Source: an optimization exercise on an open RTL-to-GDS flow (aim: small area, a short achievable clock period and few clock cycles per item). Production flows keep margins and buffers that such runs may drop. In this exercise RTL edits were held to simulation tests only and were not proved equivalent to the original.

**design/flow/config.mk**
```make
export PLATFORM = sky130hd
export DESIGN_NAME = single_float_add_sub
export DESIGN_NICKNAME = single_float_add_sub
export VERILOG_FILES = /design/flow/design.v
export SDC_FILE = /design/flow/constraint.sdc
export NUM_CORES = 4
export LEC_CHECK = 0
export CAP_MARGIN = 20
export CORE_MARGIN = 2
export CORE_UTILIZATION = 40
export SLEW_MARGIN = 20
```
**design/flow/constraint.sdc**
```tcl
create_clock -name core_clock -period 14.0 [get_ports {clk_i}]
set_input_delay 2.8000 -clock core_clock [delete_from_list [all_inputs] [get_ports {clk_i}]]
set_output_delay 2.8000 -clock core_clock [all_outputs]
set_load 0.01 [all_outputs]
```
**design/flow/design.v**
```verilog
module sfa_stage_a (
  input  logic        mode_i,
  input  logic [31:0] a_bits_i,
  input  logic [31:0] b_bits_i,
  output logic [31:0] a_bits_o,
  output logic [31:0] b_eff_o,    
  output logic        a_zero_o,
  output logic        b_zero_o
);
  always_comb begin
    a_bits_o = a_bits_i;
    b_eff_o  = b_bits_i ^ {mode_i, 31'd0};
    a_zero_o = (a_bits_i[30:0] == '0);
    b_zero_o = (b_bits_i[30:0] == '0);
  end
endmodule
module sfa_stage_b #(
  parameter int unsigned KeptAlignBits = 8
) (
  input  logic [31:0] a_bits_i,
  input  logic [31:0] b_eff_i,
  input  logic        a_zero_i,
  input  logic        b_zero_i,
  output logic [22:0] l_frac_o,
  output logic [25:0] s_op_o,     
  output logic        cin_o,
  output logic        inv_o,
  output logic [7:0]  l_exp_o,
  output logic        sign_o,
  output logic        zero_op_o
);
  logic [22:0] a_frac, b_frac, s_frac;
  logic [7:0]  ea, eb, gap;
  logic [8:0]  d_ab, d_ba;
  logic        l_is_b, zero_op, sub, l_sign, s_gt, sticky;
  logic [31:0] y;
  logic [6:0]  low_or;
  always_comb begin
    a_frac = a_bits_i[22:0];
    b_frac = b_eff_i[22:0];
    ea = a_bits_i[30:23];
    eb = b_eff_i[30:23];
    d_ab = {1'b0, ea} - {1'b0, eb};
    d_ba = {1'b0, eb} - {1'b0, ea};
    l_is_b  = a_zero_i | d_ab[8];
    gap     = d_ab[8] ? d_ba[7:0] : d_ab[7:0];
    zero_op = a_zero_i | b_zero_i;
    sub     = (a_bits_i[31] ^ b_eff_i[31]) & ~zero_op;
    l_sign  = l_is_b ? (b_eff_i[31] & ~b_zero_i) : a_bits_i[31];
    l_frac_o = l_is_b ? b_frac : a_frac;
    s_frac   = l_is_b ? a_frac : b_frac;
    l_exp_o  = l_is_b ? eb : ea;
    s_gt = (gap == 8'd0) && (l_is_b ? (a_frac > b_frac) : (b_frac > a_frac));
    y = {1'b1, s_frac, 8'd0} >> gap;
    if (gap > 8'(KeptAlignBits)) y[7:0] = 8'd0;
    if (zero_op) y = '0;
    low_or[0] = s_frac[0];
    for (int i = 1; i < 7; i++) low_or[i] = low_or[i-1] | s_frac[i];
    sticky = (gap >= 8'd2) && (gap <= 8'd8) && low_or[3'(gap - 8'd2)] && ~zero_op;
    s_op_o = {1'b0, y[31:7]} ^ {26{sub}};
    cin_o = sub & ~s_gt & ~sticky;
    inv_o = sub & s_gt;
    sign_o = l_sign ^ (sub & s_gt);
    zero_op_o = zero_op;
  end
endmodule
module sfa_stage_c (
  input  logic [22:0] l_frac_i,
  input  logic [25:0] s_op_i,
  input  logic        cin_i,
  input  logic        inv_i,
  input  logic [7:0]  l_exp_i,
  input  logic        sign_i,
  input  logic        zero_op_i,
  output logic [25:0] mag_o,      
  output logic [4:0]  lz_o,
  output logic [7:0]  l_exp_o,
  output logic        sign_o,
  output logic        zero_op_o
);
  logic [25:0] sum;
  always_comb begin
    sum = {2'b01, l_frac_i, 1'b0} + s_op_i + 26'(cin_i);
    mag_o = sum ^ {26{inv_i}};
    lz_o = 5'd0;
    for (int i = 0; i < 26; i++) begin
      if (mag_o[i]) lz_o = 5'(25 - i);
    end
    l_exp_o = l_exp_i;
    sign_o = sign_i;
    zero_op_o = zero_op_i;
  end
endmodule
module sfa_stage_d (
  input  logic [25:0] mag_i,
  input  logic [4:0]  lz_i,
  input  logic [7:0]  l_exp_i,
  input  logic        sign_i,
  input  logic        zero_op_i,
  output logic [31:0] result_bits_o,
  output logic        range_error_o
);
  logic [25:0] norm;
  logic [9:0]  rexp;
  always_comb begin
    norm = mag_i << lz_i;
    rexp = {2'b00, l_exp_i} + 10'd1 - {5'd0, lz_i};
    range_error_o = 1'b0;
    if (mag_i == '0) begin
      result_bits_o = '0;
    end else if (zero_op_i) begin
      result_bits_o = {sign_i, l_exp_i, norm[24:2]};
    end else if (!rexp[9] && rexp > 10'd254) begin
      range_error_o = 1'b1;
      result_bits_o = {sign_i, 8'hff, 23'd0};
    end else if (rexp[9] || rexp == '0) begin
      range_error_o = 1'b1;
      result_bits_o = {sign_i, 31'd0};
    end else begin
      result_bits_o = {sign_i, rexp[7:0], norm[24:2]};
    end
  end
endmodule
module single_float_add_sub #(
  parameter int unsigned KEPT_ALIGN_BITS = 8
) (
  input  logic             clk_i,
  input  logic             rst_ni,
  input  logic             in_valid_i,
  output logic             in_stall_o,
  input  logic             mode_i,
  input  logic [31:0] a_bits_i,
  input  logic [31:0] b_bits_i,
  output logic             out_valid_o,
  input  logic             out_stall_i,
  output logic [31:0] result_bits_o,
  output logic             range_error_o
);
  logic        v1_q, v2_q, v3_q, vo_q, vk_q;
  logic        adv, take, inc, o_load, k_load;
  logic [31:0] a1_d, a1_q, b1_d, b1_q;
  logic        az1_d, az1_q, bz1_d, bz1_q;
  logic [22:0] lf_d, lf_q;
  logic [25:0] sop_d, sop_q;
  logic [7:0]  le2_d, le2_q;
  logic        cin_d, cin_q, inv_d, inv_q, sg2_d, sg2_q, z2_d, z2_q;
  logic [25:0] mag_d, mag_q;
  logic [4:0]  lz_d, lz_q;
  logic [7:0]  le3_d, le3_q;
  logic        sg3_d, sg3_q, z3_d, z3_q;
  logic [31:0] res_d, res_q, res_k;
  logic        err_d, err_q, err_k;
  sfa_stage_a u_a (
    .mode_i, .a_bits_i, .b_bits_i,
    .a_bits_o(a1_d), .b_eff_o(b1_d), .a_zero_o(az1_d), .b_zero_o(bz1_d)
  );
  sfa_stage_b #(.KeptAlignBits(KEPT_ALIGN_BITS)) u_b (
    .a_bits_i(a1_q), .b_eff_i(b1_q), .a_zero_i(az1_q), .b_zero_i(bz1_q),
    .l_frac_o(lf_d), .s_op_o(sop_d), .cin_o(cin_d), .inv_o(inv_d),
    .l_exp_o(le2_d), .sign_o(sg2_d), .zero_op_o(z2_d)
  );
  sfa_stage_c u_c (
    .l_frac_i(lf_q), .s_op_i(sop_q), .cin_i(cin_q), .inv_i(inv_q),
    .l_exp_i(le2_q), .sign_i(sg2_q), .zero_op_i(z2_q),
    .mag_o(mag_d), .lz_o(lz_d), .l_exp_o(le3_d), .sign_o(sg3_d), .zero_op_o(z3_d)
  );
  sfa_stage_d u_d (
    .mag_i(mag_q), .lz_i(lz_q), .l_exp_i(le3_q), .sign_i(sg3_q), .zero_op_i(z3_q),
    .result_bits_o(res_d), .range_error_o(err_d)
  );
  assign adv = !vk_q;
  assign in_stall_o = vk_q;
  assign take = vo_q && !out_stall_i;
  assign inc = adv && v3_q;
  assign o_load = vk_q ? take : (inc && (!vo_q || take));
  assign k_load = !vk_q && inc && vo_q && !take;
  always_ff @(posedge clk_i or negedge rst_ni) begin
    if (!rst_ni) begin
      v1_q <= 1'b0;
      v2_q <= 1'b0;
      v3_q <= 1'b0;
      vo_q <= 1'b0;
      vk_q <= 1'b0;
    end else begin
      if (adv) begin
        v1_q <= in_valid_i;
        v2_q <= v1_q;
        v3_q <= v2_q;
      end
      if (o_load) vo_q <= 1'b1;
      else if (take) vo_q <= 1'b0;
      if (k_load) vk_q <= 1'b1;
      else if (take) vk_q <= 1'b0;
    end
  end
  always_ff @(posedge clk_i) begin
    if (adv) begin
      a1_q   <= a1_d;
      b1_q   <= b1_d;
      az1_q  <= az1_d;
      bz1_q  <= bz1_d;
      lf_q   <= lf_d;
      sop_q  <= sop_d;
      cin_q  <= cin_d;
      inv_q  <= inv_d;
      le2_q  <= le2_d;
      sg2_q  <= sg2_d;
      z2_q   <= z2_d;
      mag_q  <= mag_d;
      lz_q   <= lz_d;
      le3_q  <= le3_d;
      sg3_q  <= sg3_d;
      z3_q   <= z3_d;
    end
    if (o_load) begin
      res_q <= vk_q ? res_k : res_d;
      err_q <= vk_q ? err_k : err_d;
    end
    if (k_load) begin
      res_k <= res_d;
      err_k <= err_d;
    end
  end
  assign out_valid_o = vo_q;
  assign result_bits_o = res_q;
  assign range_error_o = err_q;
endmodule
```
**design/flow/flow/run.sh**
```bash
#!/bin/bash
# The standard layout, with timing repair aiming well below the clock period
# (setup margin), so that the achieved period is short.
set -euo pipefail
bash standard.sh SETUP_SLACK_MARGIN=10 finish > make_finish.log 2>&1
```
**design/flow/standard.sh**
```bash
#!/bin/bash
# synth_recipe.tcl (not shown) runs the flow's synth.tcl, then flattens the netlist and writes it again
# the make line also repeats each setting of config.mk as NAME=value (left out here)
make -C /OpenROAD-flow-scripts/flow DESIGN_CONFIG=/design/flow/config.mk WORK_HOME=/design/flow/orfs CLKGATE_MAP_FILE= SYNTH_SCRIPT=/design/flow/synth_recipe.tcl "${@:-finish}"
```
==> results.json, run 1 <==
{
  "yosysMostFrequentCell": "edfxtp_1",
  "fp.dieW_um": 201,
  "numPortBuffers": 103,
  "synthDistinctLibCells": 100,
  "register_area_um2": 7150,
  "clock_sinks": 239,
  "cp_num_buf_inv": 2,
  "seq_area_frac_synth_pct": 46.0,
  "synth_area_um2": 15500,
  "worst_path_max_delay_cell": "dfrtp_2",
  "grt_overflow": 0,
  "routed-via-count": 11700,
  "drt-total-wl_um": 38500,
  "critPathTopFamily": "flip-flops",
  "path_clk_slew_ps": 60,
  "via_per_inst": 5.62,
  "hold_viol": 0,
  "worst-path-max-fanout": 2,
  "top_level_ports": 104,
  "grt_pass1_wl_um": 60600,
  "dieArea_um2": 40400,
  "synth_edf_count": 234,
  "grt_usage_pct": 18.5,
  "cts_tree": "done",
  "clock_latency_ps": 550,
  "ant_nets": 0,
  "place_congestion": 0.891,
  "synthTopCellsByArea": "edfxtp_1, ha_1, mux4_2",
  "hp-class": "register to register",
  "antenna_cells": 0,
  "nets": 1690,
  "grt_setup_unrepaired": "true",
  "place_inst": 1999,
  "max_cap_violations": 0,
  "relSlewSlack_pct": 33.1,
  "synth_top_cell_area_share_pct": 45.2,
  "synth_largest_area_cell": "edfxtp_1",
  "grt_pass1_vias": 11300,
  "cts_buffers": 27,
  "cp.arrival_ps": 1210,
  "max_freq_mhz": 249,
  "wire_per_inst_um": 18.4,
  "clock-skew-final_ps": 14.5,
  "drtPass1Iterations": 7,
  "chipHeight_um": 201,
  "fillers": 3552,
  "startpoint_type": "register",
  "worst_slew_pin_slew_ps": 1000,
  "cts_hold_buf": 0,
  "clock_path_buffers": 3,
  "synthTopCellsByCount": "edfxtp_1, nand2_1, inv_1, o21ai_0, nor2_1",
  "setup_viol": 0,
  "htreeDepth": 1,
  "drv_slew": 0,
  "final_cells": 2087,
  "cp.required_ps": 11200,
  "syn_avg_cell_area_um2": 10.8,
  "place_hpwl_um": 27600,
  "root_buffer": "clkbuf_16",
  "finalCritPeriodShare_pct": 28.7,
  "core_um2": 38500,
  "setup-tns-final_ps": 0,
  "syn_inst": 1435,
  "rows": 72,
  "drc": 0,
  "path_cells": "buf_12, buf_6",
  "drtIter0Drc": 850,
  "async_reset_ff_share_pct": 2.09,
  "status": "timing/DRC/antenna clean",
  "ys.flop_type": "edfxtp_1",
  "critPathKind": "register to output pin",
  "layout-drive-gt1-share_pct": 14.2,
  "critPathCaptureType": "output pin",
  "area_growth_pct": 17.7,
  "multi_input_area_um2": 7930,
  "ys_seq_elements": 239,
  "period_minus_slack_ps": 4010,
  "yosys_warnings": 5,
  "r2r_slack_ps": 10140,
  "synth_nets": 1577,
  "start_util_pct": 40.4,
  "antenna_found_initial": 0,
  "critPathMaxStageDelay_ps": 420,
  "grt_max_degree": 95
}
==> final timing paths <==
path | start | endpoint | cells past startpoint
hold reg to reg | le2_q[4]$_DFFE_PN_ | le3_q[4]$_DFFE_PN_ | 0
setup / recovery | vk_q$_DFFE_PN0P_ | in_stall_o | 2
max in group asynchronous | rst_ni | vk_q$_DFFE_PN0P_ | 1
min in group asynchronous | rst_ni | vo_q$_DFFE_PN0P_ | 1
hold / removal | le2_q[4]$_DFFE_PN_ | le3_q[4]$_DFFE_PN_ | 0
setup reg to reg | le3_q[1]$_DFFE_PN_ | res_q[0]$_DFFE_PP_ | 12
==> cells by family after synthesis <==
group | after synthesis | share of synthesized area, %
AO/OA/AOI/OAI | 337 | 15.1
XOR/XNOR | 81 | 4.61
adder cells (fa/ha/maj) | 73 | 6.07
buffers and inverters | 155 | 4.28
flip-flops | 239 | 46.0
multiplexers | 101 | 9.30
AND/OR/NAND/NOR | 449 | 14.7
==> through the flow <==
step	util [%]	setup WS (ps)	instance area (um2)	hold WS [ps]
final	47.6	9990	18300	413
after global routing	47.6	9950	18300	423
after CTS	47.2	9960	18200	417
after detailed placement	44.2	9040	17000	405
after global placement	44.2	9130	17000	406
after floorplan	-	10020	15600	400
==> registers in the layout (all words and copies together), names as in the netlist, 5 cells and up <==
register	cells
a1_q	32
lf_q	23
le2_q	8
res_q	32
mag_q	26
le3_q	8
res_k	32
b1_q	32
lz_q	5
sop_q	26
==> per-layer routing <==
metal,vias to the layer above,GRT usage (%),part of all wire (%)
met2,369,32.8,49
met3,96,2.20,4.6
met4,0,6.69,3.4
li1,5712,-,-
met1,5544,23.2,43
met5,-,0,0
==> layout make-up <==
| type | instances | area share [%] |
|---|---|---|
| Multi-Input combinational cell | 1045 | 43.3 |
| Sequential cell | 239 | 39.1 |
| Timing Repair Buffer | 146 | 7.35 |
| Clock buffer | 31 | 3.78 |
| Tap cell | 518 | 3.54 |
| Inverter | 87 | 1.88 |
| Clock inverter | 19 | 0.964 |
| Timing Repair inverter | 2 | 0.0684 |
==> timing repair <==
item | 4_1_cts | 5_1_grt
endpoints found under the setup margin | 160 | 127
gates resized for setup | 110 | 47
cloned | 6 | 2
pin swaps | 1 | 5
setup buffers | 20 | 10
==> cells in the final DEF (no fill, tap or decap), drive strengths merged, types with 11 or more instances in the layout <==
master	instances
a211oi	29
a21o	25
a21oi	62
and2	14
and3	16
buf	50
clkbuf	46
clkdlybuf4s15	11
clkdlybuf4s50	68
clkinv	13
edfxtp	234
ha	69
inv	85
mux2	15
mux2i	54
mux4	32
nand2	143
nand3	27
nand4	16
nor2	77
nor2b	19
nor3	38
nor3b	11
nor4	36
o21ai	84
o31ai	19
or3	13
xnor2	54
xor2	27
==> worst reg2reg max path, cell delays in order (launching register included) <==
cell	delay (ps)
edfxtp_1	470
ha_1	370
fa_1	430
a21o_1	190
a21o_1	210
a2111oi_2	410
xor2_1	310
and4_1	270
a21oi_1	100
a31oi_2	240
buf_12	230
nor4_4	90
a32o_1	280
Testbench counts, summed over its fixed seeds: cycles 16,032, items 16,000.
==> run 2: changes to the inputs <==
==> design/flow/flow/run.sh (replaced) <==
#!/bin/bash
# The standard layout with these changes to how it is made:
# - timing repair aims well below the clock period (setup margin 10 ns),
#   so that the achieved period is short;
# - ABC's area script in synthesis;
# - larger clock-tree sink clusters (fewer, shallower clock buffers);
# - buf_2 cells as the port buffers.
set -euo pipefail
bash standard.sh SETUP_SLACK_MARGIN=10 ABC_AREA=1 \
  CTS_CLUSTER_SIZE=25 CTS_CLUSTER_DIAMETER=200 \
  "BUFFER_PORTS_ARGS=-buffer_cell sky130_fd_sc_hd__buf_2" \
  finish > make_finish.log 2>&1
==> results.json, run 2 <==
{
  "grt_overflow": 0,
  "top_level_ports": 104,
  "max_cap_violations": 0,
  "clock_latency_ps": 500,
  "worst_slew_pin_slew_ps": 1060,
  "period_minus_slack_ps": 3950,
  "path_cells": "buf_2",
  "drtPass1Iterations": 5,
  "dpl_worst_slack_ps": 9430,
  "critPathKind": "register to output pin",
  "fp.dieW_um": 199,
  "grt_usage_pct": 17.8,
  "layout-drive-gt1-share_pct": 11.4,
  "grt_max_degree": 116,
  "path_clk_slew_ps": 100,
  "synth_edf_count": 234,
  "final_common_cell": "nand2_1",
  "critPathCaptureType": "output pin",
  "cp_num_buf_inv": 1,
  "drv_slew": 0,
  "clock_path_buffers": 3,
  "antenna_cells": 0,
  "setup_viol": 0,
  "rows": 71,
  "htreeDepth": 1,
  "synth_top_cell_area_share_pct": 46.2,
  "start_util_pct": 40.5,
  "synthTopCellsByArea": "edfxtp_1, nand2_1, ha_1",
  "hp-class": "register to register",
  "fin_ws_ps": 10050,
  "place_hpwl_um": 26800,
  "synthTopCellsByCount": "nand2_1, edfxtp_1, inv_1, o21ai_0, nand3_1",
  "worst_path_max_delay_cell": "dfrtp_2",
  "status": "timing/DRC/antenna clean",
  "cp.arrival_ps": 1150,
  "clock-skew-final_ps": 18.2,
  "critPathTopFamily": "flip-flops",
  "core_um2": 37600,
  "ys.flop_type": "edfxtp_1",
  "nets": 2037,
  "syn_avg_cell_area_um2": 8.39,
  "synth_area_um2": 15200,
  "wire_per_inst_um": 14.5,
  "synthDistinctLibCells": 57,
  "ant_nets": 0,
  "drt-total-wl_um": 34900,
  "place_congestion": 0.957,
  "critPathMaxStageDelay_ps": 490,
  "finalCritPeriodShare_pct": 28.2,
  "worst-path-max-fanout": 5,
  "yosys_warnings": 5,
  "setup-tns-final_ps": 0,
  "chipHeight_um": 199,
  "root_buffer": "clkbuf_16",
  "numPortBuffers": 103,
  "grt_setup_unrepaired": "false",
  "async_reset_ff_share_pct": 2.09,
  "layout_common_cells": "nand2_1, edfxtp_1, inv_1, o21ai_0, nand3_1",
  "drtIter0Drc": 828,
  "relSlewSlack_pct": 29.3,
  "final_cells": 2412,
  "synth_nets": 1954,
  "syn_inst": 1812,
  "seq_area_frac_synth_pct": 47.0,
  "cp.required_ps": 11200,
  "cts_buffers": 13,
  "cts_tree": "done",
  "place_inst": 2370,
  "grt_pass1_vias": 11300,
  "hold_viol": 0,
  "grt_pass1_wl_um": 56700,
  "dieArea_um2": 39600,
  "drc": 0,
  "startpoint_type": "register",
  "antenna_found_initial": 0,
  "ys_seq_elements": 239,
  "synth_largest_area_cell": "edfxtp_1",
  "max_freq_mhz": 253,
  "clock_sinks": 239,
  "via_per_inst": 4.95,
  "routed-via-count": 11900,
  "area_growth_pct": 10.4,
  "yosysMostFrequentCell": "nand2_1"
}
-- run 2: kinds of logic (layout without fill, tap and decap cells) --
family,count (synthesis),in the layout,synth area share [%]
AO/OA/AOI/OAI,279,279,10.3
XOR/XNOR,64,64,3.74
adder cells (fa/ha/maj),73,73,6.20
buffers and inverters,285,374,7.51
flip-flops,239,239,47.0
multiplexers,15,15,0.987
AND/OR/NAND/NOR,857,857,24.2
-- run 2: worst register-to-register path: stages (launching register included) --
cell,delay [ps]
edfxtp_1,470
ha_1,400
fa_1,450
a21oi_1,170
nor2_1,60
o21ai_0,290
nand2_1,110
xor2_1,230
nand3_1,100
nor2_1,110
o21ai_1,110
a21oi_4,320
inv_2,110
nand3_4,150
buf_4,190
nor2_4,40
nand2_1,60
nand2_1,60
-- run 2: final cells by class --
type,instances,area (um2)
clock inverters,1,16.3
multi-input cells,1288,7010
inverters,221,852
repair inverters,2,10.0
repair buffers,130,763
flip-flops and latches,239,7150
clock buffers,20,352
fillers,3748,20800
well taps,511,639
-- run 2: path summary, 6_finish.rpt --
| path | startpoint | end | slack [ps] | cells past startpoint |
|---|---|---|---|---|
| min in group asynchronous | rst_ni | vo_q$_DFFE_PN0P_ | 2100 | 1 |
| worst min-delay path | le2_q[5]$_DFFE_PN_ | le3_q[5]$_DFFE_PN_ | 420 | 0 |
| worst max-delay path | vo_q$_DFFE_PN0P_ | out_valid_o | 10050 | 1 |
| max in group asynchronous | rst_ni | vo_q$_DFFE_PN0P_ | 11750 | 1 |
| worst min register to register | le2_q[5]$_DFFE_PN_ | le3_q[5]$_DFFE_PN_ | 420 | 0 |
| worst max register to register | le3_q[0]$_DFFE_PN_ | res_q[2]$_DFFE_PP_ | 10330 | 17 |
-- run 2: what timing repair did --
action | CTS | global route
hold buffers | 0 | 0
pin swaps | 0 | 1
gates cloned | 2 | 0
setup endpoints to repair | 88 | 46
setup buffers | 3 | 15
resized for setup | 6 | 17
-- run 2: routing by layer --
| layer | vias up | part of all wire, % | GRT usage (%) |
|---|---|---|---|
| met5 | - | 0 | 0 |
| met4 | 0 | 2.5 | 4.92 |
| met3 | 48 | 3.6 | 1.88 |
| met2 | 228 | 47 | 30.3 |
| met1 | 5426 | 47 | 24.1 |
| li1 | 6234 | - | - |
-- run 2: per-stage QoR --
stage                     area (um2)  utilization, %  hold WS, ps
final                          16800            44.7          417
after global routing           16800            44.7          417
after CTS                      16600            44.1          417
after detailed placement       16200            43.0          405
after global placement         16200            43.0          401
after floorplan                15200               -          400
==> run 3: changes to the inputs <==
==> design/flow/flow/run.sh (replaced) <==
#!/bin/bash
# The standard layout with these changes to how it is made:
# - synthesis maps with the ABC script flow/abc.script (flow/synth.tcl);
# - timing repair aims well below the clock period (setup margin 10 ns),
#   so that the achieved period is short;
# - larger clock-tree sink clusters (fewer, shallower clock buffers);
# - buf_2 cells as the port buffers;
# - denser placement.
set -euo pipefail
here="$(cd "$(dirname "${BASH_SOURCE[0]}")" && pwd)"
export FLOW_ABC_SCRIPT="$here/abc.script"
bash standard.sh SYNTH_SCRIPT="$here/synth.tcl" \
  SETUP_SLACK_MARGIN=10 \
  CTS_CLUSTER_SIZE=25 CTS_CLUSTER_DIAMETER=200 \
  "BUFFER_PORTS_ARGS=-buffer_cell sky130_fd_sc_hd__buf_2" \
  CORE_UTILIZATION=60 PLACE_DENSITY=0.75 \
  finish > make_finish.log 2>&1
==> design/flow/flow/abc.script (new file) <==
strash
&get -n
&dch
&nf
&put
topo
stime -c
buffer -c
upsize -c
dnsize -c
==> design/flow/flow/synth.tcl (new file) <==
# The standard flow's synthesis script (synth_recipe.tcl), except that ABC maps with the
# script in flow/abc.script instead of ORFS's speed or area script. Only the
# combinational mapping changes; the registers are those of the standard
# synthesis.
proc synth {args} { yosys synth -nofsm -noshare {*}$args }
proc abc {args} {
  set i [lsearch -exact $args -script]
  if {$i >= 0} { lset args [expr {$i + 1}] $::env(FLOW_ABC_SCRIPT) }
  yosys abc {*}$args
}
source $::env(SCRIPTS_DIR)/synth.tcl
# left out here: clear keep_hierarchy, flatten, clean up, hide names made inside functions, write 1_2_yosys.v
==> results.json, run 3 <==
{
  "cts_buffers": 13,
  "start_util_pct": 61.1,
  "max_freq_mhz": 253,
  "via_per_inst": 5.86,
  "core_um2": 23400,
  "clock_sinks": 239,
  "layout_common_cells": "edfxtp_1, nor2_1, nand2_1, a21oi_1, buf_2",
  "grt_overflow": 0,
  "min_from": "le2_q[1]$_DFFE_PN_",
  "fp.dieW_um": 158,
  "critPathKind": "register to register",
  "synth_area_um2": 14300,
  "yosysMostFrequentCell": "edfxtp_1",
  "yosys_warnings": 5,
  "place_congestion": 0.976,
  "synthDistinctLibCells": 72,
  "r2r_slack_ps": 10040,
  "worst-path-max-fanout": 8,
  "cp.arrival_ps": 4170,
  "grt_pass1_vias": 10100,
  "layout-drive-gt1-share_pct": 19.9,
  "setup-tns-final_ps": 0,
  "clock_latency_ps": 480,
  "relSlewSlack_pct": 42.5,
  "startpoint": "a1_q[23]$_DFFE_PN_",
  "finalCritPeriodShare_pct": 28.3,
  "hp-class": "register to register",
  "async_reset_ff_share_pct": 2.09,
  "reg2reg_from": "a1_q[23]$_DFFE_PN_",
  "placed_cell_area_um2": 15100,
  "ant_nets": 0,
  "ys.flop_type": "edfxtp_1",
  "drtPass1Iterations": 5,
  "numPortBuffers": 103,
  "final_common_cell": "edfxtp_1",
  "grt_max_degree": 129,
  "rows": 56,
  "period_minus_slack_ps": 3960,
  "setup_viol": 0,
  "root_buffer": "clkbuf_16",
  "routed-via-count": 10500,
  "startpoint_type": "register",
  "ys_seq_elements": 239,
  "top_level_ports": 104,
  "drtIter0Drc": 585,
  "synth_largest_area_cell": "edfxtp_1",
  "cts_hold_buf": 0,
  "antenna_found_initial": 1,
  "drt-total-wl_um": 31500,
  "antenna_cells": 0,
  "cp.required_ps": 14210,
  "utilization_pct": 68.6,
  "status": "timing/DRC/antenna clean",
  "clock-skew-final_ps": 13.8,
  "syn_inst": 1372,
  "synth_top_cell_area_share_pct": 49.2,
  "cts_tree": "done",
  "hold_viol": 0,
  "wire_per_inst_um": 17.6,
  "drv_slew": 0,
  "worst_slew_pin_slew_ps": 862,
  "nets": 1610,
  "place_hpwl_um": 22900,
  "synth_nets": 1514,
  "synthTopCellsByArea": "edfxtp_1, ha_1, a21oi_1",
  "synthTopCellsByCount": "edfxtp_1, nor2_1, a21oi_1, nand2_1, ha_1",
  "max_cap_violations": 0,
  "chipHeight_um": 158,
  "cp-endpoint": "sop_q[7]$_DFFE_PN_",
  "clock_path_buffers": 3,
  "grt_usage_pct": 25.4,
  "r2r-end": "sop_q[7]$_DFFE_PN_",
  "seq_area_frac_synth_pct": 50.0,
  "dieArea_um2": 25100,
  "critPathCaptureType": "register",
  "syn_avg_cell_area_um2": 10.4,
  "drc": 0,
  "synth_edf_count": 234,
  "grt_setup_unrepaired": "true",
  "path_clk_slew_ps": 100,
  "ff2ff_path_depth": 19,
  "grt_pass1_wl_um": 50500,
  "fin_area_um2": 16100,
  "htreeDepth": 1,
  "area_growth_pct": 12.4
}
## run 3: cells by family (layout without fill, tap and decap cells)
| group | Yosys count | count (layout) | share of synthesized area, % |
|---|---|---|---|
| and+or+nand+nor | 408 | 413 | 12.8 |
| AOI/OAI and AO/OA | 343 | 343 | 14.9 |
| xor gates and xnor gates | 94 | 94 | 6.04 |
| buffers and inverters | 137 | 231 | 3.84 |
| DFF | 239 | 239 | 50.0 |
| muxes | 78 | 78 | 5.79 |
| adders and majority gates | 73 | 73 | 6.60 |
## run 3: through the flow
stage	std cells	hold WS (ps)	setup WS, ps
CTS	1778	424	10000
floorplan	1372	400	9830
finish	1790	426	10040
global route	1790	442	9900
detailed placement	1740	405	7960
global placement	1740	402	8150
## run 3: final cells by class
cell class / count / area, um2
clock buffers: 17 / 340
clock inverters: 1 / 16.3
fillers: 1803 / 7340
inverters: 72 / 284
multi-input cells: 1001 / 7000
flip-flops and latches: 239 / 7150
well taps: 319 / 399
repair buffers: 141 / 870
## run 3: routing by layer
metal | wire length (um) | share of wire [%] | vias to the layer above | track usage (%)
met5 | 0 | 0 | - | 0
met4 | 1010 | 3.2 | 0 | 8.11
met3 | 1450 | 4.6 | 68 | 2.64
met2 | 15500 | 49 | 315 | 44.4
met1 | 13600 | 43 | 4898 | 33.3
li1 | - | - | 5206 | -
## run 3: critical path, cell delays in order, from the launching register on
cell and delay [ps]:
edfxtp_1 400, inv_1 90, ha_2 200, inv_2 40, fa_2 340, nand3_2 90, nand2_2 80, a21oi_4 160
buf_6 150, mux2i_4 280, xor2_4 160, or3_4 470, o22ai_2 210, nor2_1 80, nor2_2 190, o21ai_1 110
and2_1 200, o21ai_1 150, nand3_1 120, xnor2_1 170
## run 3: what timing repair did
action,in CTS,in global routing
gates resized for setup,40,37
setup endpoints to repair,109,76
cloned,6,0
buffers inserted,14,11
hold endpoints to repair,0,0
pin swaps,14,13
## run 3: worst min-delay path by stage
| stage | cells after the start | endpoint | slack [ps] |
|---|---|---|---|
| after floorplan | 0 | le3_q[0]$_DFFE_PN_ | 400 |
| after global placement | 0 | le3_q[1]$_DFFE_PN_ | 400 |
| after detailed placement | 0 | le3_q[7]$_DFFE_PN_ | 400 |
| after CTS | 0 | le3_q[0]$_DFFE_PN_ | 420 |
| after global routing | 0 | le3_q[6]$_DFFE_PN_ | 440 |
| final | 0 | le3_q[1]$_DFFE_PN_ | 430 |
==> run 4: changes to the inputs <==
==> design/flow/flow/abc.script (replaced) <==
strash
dch
map -a
topo
stime -c
buffer -c
upsize -c
dnsize -c
==> results.json, run 4 <==
{
  "yosys_warnings": 5,
  "synth_nets": 1698,
  "cts_hold_buf": 0,
  "antenna_found_initial": 0,
  "multi_input_area_um2": 6720,
  "timing.hold.ws_ps": 409,
  "drc": 0,
  "cp_num_cells": 1,
  "grt_usage_pct": 26.5,
  "status": "timing/DRC/antenna clean",
  "max_freq_mhz": 258,
  "grt_pass1_vias": 10300,
  "worst-path-max-fanout": 1,
  "area_growth_pct": 13.6,
  "start_util_pct": 61.0,
  "syn_avg_cell_area_um2": 9.20,
  "place_inst": 1932,
  "synthTopCellsByArea": "edfxtp_1, nand2_1, ha_1",
  "root_buffer": "clkbuf_16",
  "drtIter0Drc": 861,
  "drtPass1Iterations": 5,
  "place_hpwl_um": 24800,
  "dieArea_um2": 25100,
  "htreeDepth": 1,
  "cp-endpoint": "result_bits_o[0]",
  "top_level_ports": 104,
  "reg2reg_from": "a1_q[23]$_DFFE_PN_",
  "fillers": 1837,
  "r2r_slack_ps": 10170,
  "syn_inst": 1556,
  "critPathMaxStageDelay_ps": 430,
  "setup-tns-final_ps": 0,
  "ff2ff_path_depth": 24,
  "place_congestion": 0.925,
  "relSlewSlack_pct": 29.1,
  "synth_area_um2": 14300,
  "critPathKind": "register to output pin",
  "final_common_cell": "nand2_1",
  "antenna_cells": 0,
  "critPathCaptureType": "output pin",
  "max_cap_violations": 0,
  "clock_path_buffers": 3,
  "register_area_um2": 7150,
  "fp.dieW_um": 158,
  "path_cells": "buf_2",
  "grt_setup_unrepaired": "true",
  "grt_pass1_wl_um": 52000,
  "core_um2": 23500,
  "ys.flop_type": "edfxtp_1",
  "worst_path_max_delay_cell": "edfxtp_1",
  "utilization_pct": 69.3,
  "cts_buffers": 13,
  "clock_latency_ps": 490,
  "cp.required_ps": 11200,
  "path_clk_slew_ps": 100,
  "synthTopCellsByCount": "nand2_1, edfxtp_1, inv_1, nor2_1, o21ai_0",
  "numPortBuffers": 103,
  "r2r-end": "sop_q[2]$_DFFE_PN_",
  "cp_num_buf_inv": 1,
  "hp-class": "register to register",
  "layout-drive-gt1-share_pct": 17.2,
  "hold_viol": 0,
  "chipHeight_um": 158,
  "synthDistinctLibCells": 57,
  "ys_seq_elements": 239,
  "critPathTopFamily": "flip-flops",
  "period_minus_slack_ps": 3880,
  "yosysMostFrequentCell": "nand2_1",
  "routed-via-count": 11400,
  "startpoint_type": "register",
  "final_cells": 1998,
  "synth_edf_count": 234,
  "synth_top_cell_area_share_pct": 49.1,
  "cp.arrival_ps": 1080,
  "wire_per_inst_um": 17.0,
  "async_reset_ff_share_pct": 2.09,
  "via_per_inst": 5.69,
  "setup_viol": 0,
  "drt-total-wl_um": 34000,
  "synth_largest_area_cell": "edfxtp_1",
  "grt_overflow": 0,
  "grt_max_degree": 88,
  "ant_nets": 0,
  "seq_area_frac_synth_pct": 50.0,
  "nets": 1816,
  "clock_sinks": 239,
  "drv_slew": 0,
  "layout_common_cells": "nand2_1, edfxtp_1, inv_1, nor2_1, buf_2",
  "worst_slew_pin_slew_ps": 1060,
  "clock-skew-final_ps": 25.4,
  "startpoint": "res_q[0]$_DFFE_PP_",
  "cts_tree": "done",
  "finalCritPeriodShare_pct": 27.7,
  "rows": 56
}
## run 4: changes by cell type after synthesis, sizes merged, moves of 13 or more
cell,delta
xnor2,-48
nor2,-24
mux2i,-16
xor2,+46
inv,+79
o31ai,-13
nand2,+237
mux2,-37
o21ai,+47
a21oi,-44
a31oi,+14
## run 4: what timing repair did
| action | in CTS | in global routing |
|---|---|---|
| pin swaps | 5 | 29 |
| hold endpoints to repair | 0 | 0 |
| setup buffers | 12 | 27 |
| resized for setup | 29 | 84 |
| endpoints found under the setup margin | 82 | 73 |
| cloned | 3 | 4 |
## run 4: logic make-up after synthesis
kind of cell | after synthesis | share of synthesized area [%]
AO/OA/AOI/OAI | 323 | 13.2
adder cells (fa/ha/maj) | 73 | 6.59
multiplexers | 25 | 1.77
buffers and inverters | 213 | 5.85
flip-flops | 239 | 50.0
XOR/XNOR | 91 | 5.62
AND/OR/NAND/NOR | 592 | 17.0
## run 4: worst min path at each step
stage                         end  slack, ps  cells past startpoint               start
6_report           z3_q$_DFFE_PN_        410                      0      z2_q$_DFFE_PN_
2_1_floorplan  le3_q[0]$_DFFE_PN_        400                      0  le2_q[0]$_DFFE_PN_
3_3_place_gp   le3_q[7]$_DFFE_PN_        400                      0  le2_q[7]$_DFFE_PN_
3_5_place_dp   le3_q[2]$_DFFE_PN_        410                      0  le2_q[2]$_DFFE_PN_
5_1_grt            z3_q$_DFFE_PN_        420                      0      z2_q$_DFFE_PN_
4_1_cts            z3_q$_DFFE_PN_        420                      0      z2_q$_DFFE_PN_
## run 4: stage by stage
step	cell area, um2	worst slack, ps
CTS	15700	9960
detailed placement	15100	9040
floorplan	14300	9710
global route	16300	9900
global placement	15100	9080
finish	16300	10120
## run 4: layout make-up
type | count | share of cell area, %
Multi-Input combinational cell | 1105 | 41.3
Clock inverter | 2 | 0.154
Timing Repair inverter | 4 | 0.138
Clock buffer | 18 | 2.12
Sequential cell | 239 | 44.0
Timing Repair Buffer | 157 | 6.06
Tap cell | 319 | 2.45
Inverter | 154 | 3.81
## run 4: layer usage
layer	share of wire, %	track usage [%]	wire (um)
met5	0	0	0
met4	3.7	9.14	1250
met3	5.0	3.18	1700
met2	49	45.0	16700
met1	42	35.4	14300
==> run 5: changes to the inputs <==
==> design/flow/flow/run.sh (replaced) <==
#!/bin/bash
# The standard layout with these changes to how it is made:
# - synthesis maps with the ABC script flow/abc.script (flow/synth.tcl);
# - timing repair aims well below the clock period (setup margin 9.8 ns),
#   so that the achieved period is short;
# - larger clock-tree sink clusters (fewer, shallower clock buffers);
# - buf_2 cells as the port buffers;
# - denser placement.
set -euo pipefail
here="$(cd "$(dirname "${BASH_SOURCE[0]}")" && pwd)"
export FLOW_ABC_SCRIPT="$here/abc.script"
bash standard.sh SYNTH_SCRIPT="$here/synth.tcl" \
  SETUP_SLACK_MARGIN=9.8 \
  CTS_CLUSTER_SIZE=25 CTS_CLUSTER_DIAMETER=200 \
  "BUFFER_PORTS_ARGS=-buffer_cell sky130_fd_sc_hd__buf_2" \
  CORE_UTILIZATION=60 PLACE_DENSITY=0.75 \
  finish > make_finish.log 2>&1
==> results.json, run 5 <==
{
  "critPathKind": "register to register",
  "top_level_ports": 104,
  "status": "timing/DRC/antenna clean",
  "finalCritPeriodShare_pct": 27.9,
  "max_freq_mhz": 256,
  "synthTopCellsByArea": "edfxtp_1, nand2_1, ha_1",
  "numPortBuffers": 103,
  "clock-skew-final_ps": 23.5,
  "synthTopCellsByCount": "nand2_1, edfxtp_1, inv_1, nor2_1, o21ai_0",
  "fp.dieW_um": 158,
  "synthXorXnorAreaFrac_pct": 5.62,
  "drc": 0,
  "fin_area_um2": 15900,
  "hp-class": "register to register",
  "synth_area_um2": 14300,
  "nets": 1800,
  "wire_per_inst_um": 16.8,
  "grt_pass1_wl_um": 51400,
  "clock_path_buffers": 3,
  "chipHeight_um": 158,
  "antenna_found_initial": 0,
  "placed_cell_area_um2": 15100,
  "cts_tree": "done",
  "period_minus_slack_ps": 3910,
  "grt_setup_unrepaired": "false",
  "routed-via-count": 11200,
  "hold_viol": 0,
  "synthDistinctLibCells": 57,
  "ys_seq_elements": 239,
  "cp.required_ps": 14330,
  "worst_slew_pin_slew_ps": 1050,
  "layout_common_cells": "nand2_1, edfxtp_1, inv_1, nor2_1",
  "register_area_um2": 7150,
  "yosys_warnings": 5,
  "drt-total-wl_um": 33300,
  "antenna_cells": 0,
  "syn_inst": 1556,
  "yosys.area_share.simple_pct": 17.0,
  "core_um2": 23500,
  "layout-drive-gt1-share_pct": 13.9,
  "place_hpwl_um": 24800,
  "synth_top_cell_area_share_pct": 49.1,
  "relSlewSlack_pct": 29.7,
  "synthMuxAreaShare_pct": 1.77,
  "rows": 56,
  "fillers": 1895,
  "area_growth_pct": 11.0,
  "grt_overflow": 0,
  "drtIter0Drc": 959,
  "yosysMostFrequentCell": "nand2_1",
  "clock_latency_ps": 490,
  "grt_pass1_vias": 10200,
  "setup_viol": 0,
  "synth_top_family_by_area": "simple AND/OR/NAND/NOR gates",
  "async_reset_ff_share_pct": 2.09,
  "start_util_pct": 61.0,
  "cts_buffers": 13,
  "critPathCaptureType": "register",
  "startpoint_type": "register",
  "root_buffer": "clkbuf_16",
  "multi_input_area_um2": 6480,
  "htreeDepth": 1,
  "cp.arrival_ps": 4240,
  "via_per_inst": 5.66,
  "max_cap_violations": 0,
  "synth_fa_ha_area_share_pct": 6.59,
  "place_congestion": 0.925,
  "synth-compound-area-share_pct": 13.2,
  "setup-tns-final_ps": 0,
  "ys.flop_type": "edfxtp_1",
  "clock_sinks": 239,
  "path_clk_slew_ps": 100,
  "synth_edf_count": 234,
  "drtPass1Iterations": 8,
  "synth_largest_area_cell": "edfxtp_1",
  "seq_area_frac_synth_pct": 50.0,
  "grt_usage_pct": 26.1,
  "ant_nets": 0,
  "final_common_cell": "nand2_1",
  "synth_nets": 1698,
  "grt_max_degree": 88,
  "worst-path-max-fanout": 3,
  "drv_slew": 0,
  "dieArea_um2": 25100,
  "syn_avg_cell_area_um2": 9.20
}
-- run 5: cell count changes in the layout (fill, tap and decap cells not counted), sizes merged --
| cell | before | now |
|---|---|---|
| buf | 155 | 141 |
| inv | 151 | 149 |
| bufbuf | 1 | 0 |
| clkbuf | 19 | 20 |
-- run 5: stage by stage --
step | instances | hold slack, ps | setup WS (ps) | utilization, %
5_1_grt | 1982 | 427 | 9780 | 67.7
4_1_cts | 1962 | 419 | 9840 | 66.4
3_3_place_gp | 1932 | 403 | 9080 | 64.3
3_5_place_dp | 1932 | 406 | 9040 | 64.3
6_report | 1982 | 411 | 10090 | 67.7
2_1_floorplan | 1556 | 400 | 9710 | -
-- run 5: worst max-delay path, cell delays in order, from the launching register on --
cell,delay (ps)
edfxtp_1,390
ha_2,220
inv_1,50
fa_1,410
o21ai_2,160
nand3_1,80
nand2_1,110
nand3_1,70
nand2_1,110
nand3_1,80
nand2_1,100
nand3_1,90
nand2_2,110
a31oi_2,130
o31ai_2,280
nand3_1,130
nand2_2,100
nand3_1,70
nand2_1,100
a21oi_1,80
o21bai_1,180
xnor2_1,180
inv_2,90
nor2_2,120
nand4_1,140
nor3_1,180
-- run 5: path summary, 6_finish.rpt --
kind / startpoint / slack [ps] / cells past startpoint / endpoint
worst min-delay path: z2_q$_DFFE_PN_ / 410 / 0 / z3_q$_DFFE_PN_
worst max register to register: cin_q$_DFFE_PN_ / 10090 / 25 / lz_q[4]$_SDFFCE_PP0N_
min in group asynchronous: rst_ni / 2100 / 1 / vo_q$_DFFE_PN0P_
max in group asynchronous: rst_ni / 11760 / 1 / vk_q$_DFFE_PN0P_
worst max-delay path: cin_q$_DFFE_PN_ / 10090 / 25 / lz_q[4]$_SDFFCE_PP0N_
worst min register to register: z2_q$_DFFE_PN_ / 410 / 0 / z3_q$_DFFE_PN_
-- run 5: layout make-up --
class                      instances  share of cell area [%]
sequential                       239                    45.0
timing repair inverter             2                  0.0630
timing repair buffer             143                    5.42
inverter                         154                    3.85
clock buffer                      18                    2.17
multi-input combinational       1105                    40.8
clock inverter                     2                   0.158
tap                              319                    2.51
-- run 5: timing repair --
action	in CTS	in global routing
resized for setup	17	35
endpoints found under the setup margin	76	57
buffers inserted	8	17
gates cloned	2	3
hold buffers	0	0
pin swaps	2	11
-- run 5: cells by family after synthesis --
| logic type | after synthesis |
|---|---|
| compound gates | 323 |
| fa+ha+maj | 73 |
| flops | 239 |
| mux | 25 |
| simple gates | 592 |
| xor+xnor | 91 |
| buf+inv | 213 |
-- run 5: per-layer routing --
metal	global-route usage, %	part of all wire [%]
met1	35.1	43
met2	44.5	49
met3	3.13	4.8
met4	8.45	3.6
met5	0	0
==> run 6: changes to the inputs <==
--- a/design/flow/design.v
+++ b/design/flow/design.v
@@ -50,7 +50,7 @@
     l_frac_o = l_is_b ? b_frac : a_frac;
     s_frac   = l_is_b ? a_frac : b_frac;
     l_exp_o  = l_is_b ? eb : ea;
-    s_gt = (gap == 8'd0) && (l_is_b ? (a_frac > b_frac) : (b_frac > a_frac));
+    s_gt = (ea == eb) && (b_frac > a_frac);
     y = {1'b1, s_frac, 8'd0} >> gap;
     if (gap > 8'(KeptAlignBits)) y[7:0] = 8'd0;
     if (zero_op) y = '0;
@@ -78,10 +78,10 @@
   output logic        sign_o,
   output logic        zero_op_o
 );
-  logic [25:0] sum;
-  always_comb begin
-    sum = {2'b01, l_frac_i, 1'b0} + s_op_i + 26'(cin_i);
-    mag_o = sum ^ {26{inv_i}};
+  logic [26:0] sum27;
+  always_comb begin
+    sum27 = {2'b01, l_frac_i, 1'b0, cin_i} + {s_op_i, cin_i};
+    mag_o = sum27[26:1] ^ {26{inv_i}};
     lz_o = 5'd0;
     for (int i = 0; i < 26; i++) begin
       if (mag_o[i]) lz_o = 5'(25 - i);
@@ -101,23 +101,25 @@
   output logic        range_error_o
 );
   logic [25:0] norm;
-  logic [9:0]  rexp;
-  always_comb begin
-    norm = mag_i << lz_i;
-    rexp = {2'b00, l_exp_i} + 10'd1 - {5'd0, lz_i};
+  logic [7:0]  rexp;
+  logic        over, under;
+  always_comb begin
+    norm  = mag_i << lz_i;
+    rexp  = l_exp_i + 8'd1 - {3'd0, lz_i};
+    over  = ~zero_op_i & ((l_exp_i == 8'd255 && lz_i <= 5'd1) ||
+                          (l_exp_i == 8'd254 && lz_i == 5'd0));
+    under = ~zero_op_i & ({3'd0, lz_i} > l_exp_i);
     range_error_o = 1'b0;
     if (mag_i == '0) begin
       result_bits_o = '0;
-    end else if (zero_op_i) begin
-      result_bits_o = {sign_i, l_exp_i, norm[24:2]};
-    end else if (!rexp[9] && rexp > 10'd254) begin
+    end else if (over) begin
       range_error_o = 1'b1;
       result_bits_o = {sign_i, 8'hff, 23'd0};
-    end else if (rexp[9] || rexp == '0) begin
+    end else if (under) begin
       range_error_o = 1'b1;
       result_bits_o = {sign_i, 31'd0};
     end else begin
-      result_bits_o = {sign_i, rexp[7:0], norm[24:2]};
+      result_bits_o = {sign_i, rexp, norm[24:2]};
     end
   end
 endmodule
==> design/flow/flow/run.sh (replaced) <==
#!/bin/bash
# The standard layout with these changes to how it is made:
# - synthesis maps with the ABC script flow/abc.script (flow/synth.tcl);
# - timing repair aims well below the clock period (setup margin 10 ns),
#   so that the achieved period is short;
# - larger clock-tree sink clusters (fewer, shallower clock buffers);
# - buf_2 cells as the port buffers;
# - denser placement.
set -euo pipefail
here="$(cd "$(dirname "${BASH_SOURCE[0]}")" && pwd)"
export FLOW_ABC_SCRIPT="$here/abc.script"
bash standard.sh SYNTH_SCRIPT="$here/synth.tcl" \
  SETUP_SLACK_MARGIN=10 \
  CTS_CLUSTER_SIZE=25 CTS_CLUSTER_DIAMETER=200 \
  "BUFFER_PORTS_ARGS=-buffer_cell sky130_fd_sc_hd__buf_2" \
  CORE_UTILIZATION=60 PLACE_DENSITY=0.75 \
  finish > make_finish.log 2>&1
==> results.json, run 6 <==
{
  "place_hpwl_um": 24800,
  "place_congestion": 0.951,
  "antenna_found_initial": 0,
  "setup_viol": 0,
  "cp.arrival_ps": 4220,
  "drt-total-wl_um": 34500,
  "drtPass1Iterations": 5,
  "chipHeight_um": 159,
  "worst_slew_pin_slew_ps": 1040,
  "routed-via-count": 11400,
  "grt_most_used_layer": "met2",
  "critPathCaptureType": "register",
  "syn_avg_cell_area_um2": 9.12,
  "clock-skew-final_ps": 21.2,
  "yosys_warnings": 5,
  "worst-path-max-fanout": 8,
  "rows": 56,
  "grt_max_degree": 125,
  "yosysMostFrequentCell": "nand2_1",
  "grt_usage_pct": 25.5,
  "grt_setup_unrepaired": "true",
  "synth_nets": 1734,
  "register_area_um2": 7150,
  "hp-class": "register to register",
  "relSlewSlack_pct": 30.4,
  "synthTopCellsByCount": "nand2_1, edfxtp_1, nor2_1, inv_1, a21oi_1",
  "timing.hold.ws_ps": 430,
  "clock_sinks": 239,
  "fin_area_um2": 16300,
  "grt_pass1_wl_um": 52300,
  "path_clk_slew_ps": 100,
  "clock_path_buffers": 3,
  "synthDistinctLibCells": 65,
  "setup-tns-final_ps": 0,
  "area_growth_pct": 13.2,
  "ys.flop_type": "edfxtp_1",
  "max_cap_violations": 0,
  "dieArea_um2": 25300,
  "ant_nets": 0,
  "antenna_cells": 0,
  "drv_slew": 0,
  "grt_pass1_vias": 10300,
  "cts_buffers": 13,
  "final_common_cell": "nand2_1",
  "hold_viol": 0,
  "cts_tree": "done",
  "synth_top_cell_area_share_pct": 48.7,
  "utilization_pct": 69.4,
  "drtIter0Drc": 1122,
  "ys_seq_elements": 239,
  "startpoint_type": "register",
  "status": "timing/DRC/antenna clean",
  "use_met2_pct": 42.9,
  "synth_edf_count": 234,
  "htreeDepth": 1,
  "max_freq_mhz": 251,
  "wire_per_inst_um": 17.2,
  "nets": 1845,
  "via_per_inst": 5.67,
  "numPortBuffers": 103,
  "core_um2": 23500,
  "grtUsageMet3_pct": 2.84,
  "drc": 0,
  "cp.required_ps": 14240,
  "synth_largest_area_cell": "edfxtp_1",
  "period_minus_slack_ps": 3990,
  "multi_input_area_um2": 6820,
  "cts_hold_buf": 0,
  "finalCritPeriodShare_pct": 28.5,
  "top_level_ports": 104,
  "layout-drive-gt1-share_pct": 17.9,
  "placed_cell_area_um2": 15200,
  "start_util_pct": 61.3,
  "seq_area_frac_synth_pct": 49.6,
  "root_buffer": "clkbuf_16",
  "synthTopCellsByArea": "edfxtp_1, nand2_1, ha_1",
  "grt_overflow": 0,
  "fillers": 1866,
  "syn_inst": 1581,
  "synth_area_um2": 14400,
  "use_met1_pct": 35.2,
  "async_reset_ff_share_pct": 2.09,
  "critPathKind": "register to register",
  "layout_common_cells": "nand2_1, edfxtp_1, nor2_1, inv_1, a21oi_1",
  "clock_latency_ps": 490,
  "fp.dieW_um": 159
}
[run 6: cell count changes after synthesis, moves of 9 or more]
cell     before  now
ha_1         69   81
o21ai_0     112   91
nand3_1      37   48
nor2_1      115  158
inv_1       139  150
nand2_1     375  341
a21oi_1     100  118
mux2i_1      24    5
o21ai_1      12   22
a31oi_1      21   11
o21ai_2       2   11
[run 6: per-layer routing]
layer	wire (um)	part of all wire, %
met2	16700	48
met1	15000	43
met3	1810	5.2
met5	0	0
met4	1080	3.1
[run 6: cell families (layout without fill, tap and decap cells)]
logic type,count (synthesis),count (layout),synth area share (%)
and+or+nand+nor,620,620,17.9
AOI/OAI and AO/OA,324,324,13.5
DFF,239,239,49.6
buffers and inverters,225,338,6.05
adders and majority gates,84,84,7.44
xor gates and xnor gates,84,84,5.10
muxes,5,5,0.347
[run 6: cell type report]
type | count | area share (%)
multi-input combinational | 1117 | 41.8
clock inverter | 1 | 0.0996
tap | 319 | 2.44
clock buffer | 16 | 2.06
timing repair buffer | 155 | 5.83
sequential | 239 | 43.8
timing repair inverter | 2 | 0.0843
inverter | 164 | 3.93
[run 6: worst paths after layout]
path	from	end	slack [ps]	depth (start not counted)
worst max-delay path	b1_q[26]$_DFFE_PN_	sop_q[4]$_DFFE_PN_	10010	24
worst min-delay path	le2_q[4]$_DFFE_PN_	le3_q[4]$_DFFE_PN_	430	0
worst max register to register	b1_q[26]$_DFFE_PN_	sop_q[4]$_DFFE_PN_	10010	24
worst min register to register	le2_q[4]$_DFFE_PN_	le3_q[4]$_DFFE_PN_	430	0
max in group asynchronous	rst_ni	v3_q$_DFFE_PN0N_	11750	1
min in group asynchronous	rst_ni	vo_q$_DFFE_PN0P_	2110	1
[run 6: per-stage QoR]
| step | worst slack [ps] | cells |
|---|---|---|
| 3_5_place_dp | 9700 | 1955 |
| 5_1_grt | 9850 | 2013 |
| 3_3_place_gp | 9740 | 1955 |
| 2_1_floorplan | 9710 | 1581 |
| 6_report | 10010 | 2013 |
| 4_1_cts | 10020 | 1973 |
[run 6: worst max-delay path, cell delays in order, from the launching register on]
cell and delay (ps):
edfxtp_1 440, ha_4 340, inv_4 50, nor2_4 120
nand2_1 60, and3_4 160, nor4_4 280, nor2_4 100
inv_4 110, o21ai_4 70, o221ai_2 160, xor2_1 190
nand2_2 200, nor2_4 230, clkinv_4 140, nor2_2 90
a21oi_1 70, nand2_1 130, o21ai_2 70, or2_1 220
o21ai_2 70, inv_2 60, nor2_4 80, o211ai_1 100
xor2_1 170
[run 6: what timing repair did]
action / CTS / global route
setup endpoints to repair: 27 / 30
gates resized for setup: 10 / 98
gates cloned: 1 / 3
setup buffers: 0 / 37
hold endpoints to repair: 0 / 0
pin swaps: 1 / 38
Testbench counts of run 6, summed over its fixed seeds: cycles 16,032, items 16,000.
==> run 7: changes to the inputs <==
--- a/design/flow/design.v
+++ b/design/flow/design.v
@@ -22,7 +22,8 @@
   input  logic        a_zero_i,
   input  logic        b_zero_i,
   output logic [22:0] l_frac_o,
-  output logic [25:0] s_op_o,     
+  output logic [24:0] s_mag_o,    
+  output logic        sub_o,
   output logic        cin_o,
   output logic        inv_o,
   output logic [7:0]  l_exp_o,
@@ -57,7 +58,8 @@
     low_or[0] = s_frac[0];
     for (int i = 1; i < 7; i++) low_or[i] = low_or[i-1] | s_frac[i];
     sticky = (gap >= 8'd2) && (gap <= 8'd8) && low_or[3'(gap - 8'd2)] && ~zero_op;
-    s_op_o = {1'b0, y[31:7]} ^ {26{sub}};
+    s_mag_o = y[31:7];
+    sub_o = sub;
     cin_o = sub & ~s_gt & ~sticky;
     inv_o = sub & s_gt;
     sign_o = l_sign ^ (sub & s_gt);
@@ -66,26 +68,24 @@
 endmodule
 module sfa_stage_c (
   input  logic [22:0] l_frac_i,
-  input  logic [25:0] s_op_i,
+  input  logic [24:0] s_mag_i,
+  input  logic        sub_i,
   input  logic        cin_i,
   input  logic        inv_i,
   input  logic [7:0]  l_exp_i,
   input  logic        sign_i,
   input  logic        zero_op_i,
   output logic [25:0] mag_o,      
-  output logic [4:0]  lz_o,
   output logic [7:0]  l_exp_o,
   output logic        sign_o,
   output logic        zero_op_o
 );
+  logic [25:0] s_op;
   logic [26:0] sum27;
   always_comb begin
-    sum27 = {2'b01, l_frac_i, 1'b0, cin_i} + {s_op_i, cin_i};
+    s_op = {1'b0, s_mag_i} ^ {26{sub_i}};
+    sum27 = {2'b01, l_frac_i, 1'b0, cin_i} + {s_op, cin_i};
     mag_o = sum27[26:1] ^ {26{inv_i}};
-    lz_o = 5'd0;
-    for (int i = 0; i < 26; i++) begin
-      if (mag_o[i]) lz_o = 5'(25 - i);
-    end
     l_exp_o = l_exp_i;
     sign_o = sign_i;
     zero_op_o = zero_op_i;
@@ -93,7 +93,6 @@
 endmodule
 module sfa_stage_d (
   input  logic [25:0] mag_i,
-  input  logic [4:0]  lz_i,
   input  logic [7:0]  l_exp_i,
   input  logic        sign_i,
   input  logic        zero_op_i,
@@ -101,14 +100,19 @@
   output logic        range_error_o
 );
   logic [25:0] norm;
+  logic [4:0]  lz;
   logic [7:0]  rexp;
   logic        over, under;
   always_comb begin
-    norm  = mag_i << lz_i;
-    rexp  = l_exp_i + 8'd1 - {3'd0, lz_i};
-    over  = ~zero_op_i & ((l_exp_i == 8'd255 && lz_i <= 5'd1) ||
-                          (l_exp_i == 8'd254 && lz_i == 5'd0));
-    under = ~zero_op_i & ({3'd0, lz_i} > l_exp_i);
+    lz = 5'd0;
+    for (int i = 0; i < 26; i++) begin
+      if (mag_i[i]) lz = 5'(25 - i);
+    end
+    norm  = mag_i << lz;
+    rexp  = l_exp_i + 8'd1 - {3'd0, lz};
+    over  = ~zero_op_i & ((l_exp_i == 8'd255 && lz <= 5'd1) ||
+                          (l_exp_i == 8'd254 && lz == 5'd0));
+    under = ~zero_op_i & ({3'd0, lz} > l_exp_i);
     range_error_o = 1'b0;
     if (mag_i == '0) begin
       result_bits_o = '0;
@@ -143,11 +147,10 @@
   logic [31:0] a1_d, a1_q, b1_d, b1_q;
   logic        az1_d, az1_q, bz1_d, bz1_q;
   logic [22:0] lf_d, lf_q;
-  logic [25:0] sop_d, sop_q;
+  logic [24:0] sm_d, sm_q;
   logic [7:0]  le2_d, le2_q;
-  logic        cin_d, cin_q, inv_d, inv_q, sg2_d, sg2_q, z2_d, z2_q;
+  logic        sub_d, sub_q, cin_d, cin_q, inv_d, inv_q, sg2_d, sg2_q, z2_d, z2_q;
   logic [25:0] mag_d, mag_q;
-  logic [4:0]  lz_d, lz_q;
   logic [7:0]  le3_d, le3_q;
   logic        sg3_d, sg3_q, z3_d, z3_q;
   logic [31:0] res_d, res_q, res_k;
@@ -158,16 +161,16 @@
   );
   sfa_stage_b #(.KeptAlignBits(KEPT_ALIGN_BITS)) u_b (
     .a_bits_i(a1_q), .b_eff_i(b1_q), .a_zero_i(az1_q), .b_zero_i(bz1_q),
-    .l_frac_o(lf_d), .s_op_o(sop_d), .cin_o(cin_d), .inv_o(inv_d),
+    .l_frac_o(lf_d), .s_mag_o(sm_d), .sub_o(sub_d), .cin_o(cin_d), .inv_o(inv_d),
     .l_exp_o(le2_d), .sign_o(sg2_d), .zero_op_o(z2_d)
   );
   sfa_stage_c u_c (
-    .l_frac_i(lf_q), .s_op_i(sop_q), .cin_i(cin_q), .inv_i(inv_q),
+    .l_frac_i(lf_q), .s_mag_i(sm_q), .sub_i(sub_q), .cin_i(cin_q), .inv_i(inv_q),
     .l_exp_i(le2_q), .sign_i(sg2_q), .zero_op_i(z2_q),
-    .mag_o(mag_d), .lz_o(lz_d), .l_exp_o(le3_d), .sign_o(sg3_d), .zero_op_o(z3_d)
+    .mag_o(mag_d), .l_exp_o(le3_d), .sign_o(sg3_d), .zero_op_o(z3_d)
   );
   sfa_stage_d u_d (
-    .mag_i(mag_q), .lz_i(lz_q), .l_exp_i(le3_q), .sign_i(sg3_q), .zero_op_i(z3_q),
+    .mag_i(mag_q), .l_exp_i(le3_q), .sign_i(sg3_q), .zero_op_i(z3_q),
     .result_bits_o(res_d), .range_error_o(err_d)
   );
   assign adv = !vk_q;
@@ -202,14 +205,14 @@
       az1_q  <= az1_d;
       bz1_q  <= bz1_d;
       lf_q   <= lf_d;
-      sop_q  <= sop_d;
+      sm_q   <= sm_d;
+      sub_q  <= sub_d;
       cin_q  <= cin_d;
       inv_q  <= inv_d;
       le2_q  <= le2_d;
       sg2_q  <= sg2_d;
       z2_q   <= z2_d;
       mag_q  <= mag_d;
-      lz_q   <= lz_d;
       le3_q  <= le3_d;
       sg3_q  <= sg3_d;
       z3_q   <= z3_d;
==> results.json, run 7 <==
{
  "r2r-end": "sm_q[5]$_SDFFCE_PP0N_",
  "worst-path-max-fanout": 6,
  "start_util_pct": 60.9,
  "layout_common_cells": "nand2_1, edfxtp_1, inv_1, nor2_1, buf_2",
  "syn_inst": 1549,
  "synth_nets": 1702,
  "layout-drive-gt1-share_pct": 23.6,
  "synth_top_cell_area_share_pct": 48.4,
  "ys.flop_type": "edfxtp_1",
  "clock_latency_ps": 500,
  "startpoint": "a1_q[23]$_DFFE_PN_",
  "wire_per_inst_um": 16.6,
  "top_level_ports": 104,
  "startpoint_type": "register",
  "hp-class": "register to register",
  "place_hpwl_um": 23300,
  "synthTopCellsByCount": "nand2_1, edfxtp_1, nor2_1, inv_1, a21oi_1",
  "grt_max_degree": 114,
  "synth_largest_area_cell": "edfxtp_1",
  "min_from": "le2_q[3]$_DFFE_PN_",
  "drv_slew": 0,
  "ant_nets": 0,
  "drt-total-wl_um": 33700,
  "chipHeight_um": 158,
  "grt_pass1_vias": 10500,
  "root_buffer": "clkbuf_16",
  "dieArea_um2": 24900,
  "grt_setup_unrepaired": "true",
  "via_per_inst": 5.62,
  "grt_usage_pct": 26.1,
  "routed-via-count": 11400,
  "hold_viol": 0,
  "drtIter0Drc": 883,
  "antenna_found_initial": 0,
  "drtPass1Iterations": 6,
  "synthDistinctLibCells": 66,
  "grt_overflow": 0,
  "nets": 1864,
  "cts_buffers": 13,
  "utilization_pct": 72.1,
  "cp.required_ps": 14360,
  "area_growth_pct": 18.5,
  "synth_area_um2": 14200,
  "place_congestion": 0.949,
  "r2r_slack_ps": 9820,
  "status": "timing/DRC/antenna clean",
  "ys_seq_elements": 234,
  "synth_edf_count": 229,
  "syn_avg_cell_area_um2": 9.17,
  "grt_pass1_wl_um": 51800,
  "drc": 0,
  "final_common_cell": "nand2_1",
  "cts_tree": "done",
  "yosysMostFrequentCell": "nand2_1",
  "async_reset_ff_share_pct": 2.14,
  "relSlewSlack_pct": 29.7,
  "clock_path_buffers": 3,
  "reg2reg_from": "a1_q[23]$_DFFE_PN_",
  "numPortBuffers": 103,
  "synthTopCellsByArea": "edfxtp_1, nand2_1, ha_1",
  "core_um2": 23300,
  "critPathCaptureType": "register",
  "max_freq_mhz": 239,
  "cts_hold_buf": 0,
  "clock-skew-final_ps": 23.9,
  "fp.dieW_um": 158,
  "setup_viol": 0,
  "hold_path_end": "le3_q[3]$_DFFE_PN_"
}
==> run 7: cell count changes after synthesis, sizes merged, moves of 5 or more <==
cell	delta
o21ai	+28
xor2	+18
inv	-20
or2	-9
nor4	-6
nor2	-20
o22ai	-9
xnor2	-14
edfxtp	-5
==> run 7: cell type report <==
cell class / instances / area (um2)
Clock buffer: 16 / 337
Clock inverter: 2 / 25.0
Fill cell: 1707 / 6500
Inverter: 147 / 597
Multi-Input combinational cell: 1108 / 6990
Sequential cell: 234 / 7000
Tap cell: 319 / 399
Timing Repair Buffer: 204 / 1460
Timing Repair inverter: 3 / 22.5
==> run 7: worst max-delay path by stage <==
stage / slack [ps] / end / cells after the start
after floorplan: 9860 / err_q$_DFFE_PP_ / 1
after global placement: 9530 / sm_q[4]$_SDFFCE_PP0N_ / 23
after detailed placement: 9480 / sm_q[4]$_SDFFCE_PP0N_ / 23
after CTS: 9920 / sm_q[0]$_SDFFCE_PP0N_ / 26
after global routing: 9710 / sm_q[5]$_SDFFCE_PP0N_ / 23
final: 9820 / sm_q[5]$_SDFFCE_PP0N_ / 21
==> run 7: per-layer routing <==
metal	wire, um	vias to the layer above	global-route usage, %
met5	0	-	0
met4	1650	0	12.1
li1	-	5661	-
met2	16500	383	43.9
met3	1750	101	2.63
met1	13900	5280	34.3
==> run 7: cells by family (layout without fill, tap and decap cells) <==
| group | Yosys count | after routing | share of synthesized area, % |
|---|---|---|---|
| muxes | 3 | 3 | 0.211 |
| xor gates and xnor gates | 88 | 88 | 5.53 |
| buffers and inverters | 209 | 372 | 5.98 |
| DFF | 234 | 234 | 49.3 |
| AOI/OAI and AO/OA | 350 | 350 | 14.4 |
| adders and majority gates | 84 | 84 | 7.56 |
| and+or+nand+nor | 581 | 583 | 17.0 |
==> run 7: repair_timing <==
action,CTS,global route
setup buffers,22,64
cloned,6,3
hold endpoints to repair,0,0
pin swaps,24,66
gates resized for setup,65,125
endpoints found under the setup margin,76,79
==> run 7: metrics by stage <==
step	instances	setup slack [ps]	hold slack, ps	instance area (um2)
detailed placement	1919	9480	405	14900
finish	2033	9820	422	16800
CTS	1965	9920	422	15800
global placement	1919	9530	402	14900
global route	2033	9710	436	16800
floorplan	1549	9860	400	14200
==> run 7: worst max-delay path, cell delays in order (launching register included) <==
cell and delay [ps]:
edfxtp_1 390, inv_1 70, ha_2 190, inv_2 50, fa_2 340, a221o_1 320, and2_4 180, nor2_8 170
buf_4 160, o21ai_1 100, o2111ai_1 340, xor2_2 330, nand2_4 190, buf_6 160, inv_4 80, nand3_1 90
nand2_2 140, o21ai_2 70, nand2_1 70, o21ai_1 100, o22ai_1 290, a22o_1 200
Testbench counts of run 7, summed over its fixed seeds: cycles 16,032, items 16,000.

[what the ideal ports hide]
The flow's constraints put no driver on any port. The routed layouts listed below were extracted and timed again, unchanged, in two steps. Step 1 assumes that a clkbuf_16 drives the clock port and a buf_2 every other input. Step 2 moves the port delays by t, midway between the first and last clock arrival at a register: inputs arrive t later, outputs are due t later. That takes back most of the time a late clock gives input paths. Three values: ideal, step 1, step 2; two values: the first two.
run | shift t [ns] | setup WS [ns] | worst hold slack (ns) | worst register clock-pin slew, ns | pins driven straight from the clock port
run 1 | 0.595 | 9.988 / 9.939 / 9.507 | 0.413 / 0.413 / 0.413 | 0.06 / 0.06 | 1
run 2 | 0.546 | 10.049 / 9.994 / 9.959 | 0.417 / 0.417 / 0.417 | 0.10 / 0.10 | 1
run 3 | 0.518 | 10.044 / 10.009 / 10.032 | 0.426 / 0.426 / 0.426 | 0.10 / 0.10 | 1
run 4 | 0.528 | 10.118 / 10.069 / 9.664 | 0.409 / 0.409 / 0.409 | 0.10 / 0.10 | 1
run 5 | 0.530 | 10.091 / 10.072 / 9.664 | 0.411 / 0.411 / 0.411 | 0.10 / 0.10 | 1
run 6 | 0.533 | 10.014 / 10.014 / 9.866 | 0.430 / 0.430 / 0.430 | 0.11 / 0.11 | 1
run 7 | 0.538 | 9.823 / 9.823 / 9.733 | 0.422 / 0.422 / 0.422 | 0.10 / 0.10 | 1
After both steps setup and hold are still met in every run listed. For run 1, which loses most, drivers alone change the setup slack by -0.049 ns; drivers and shift together by -0.481 ns.
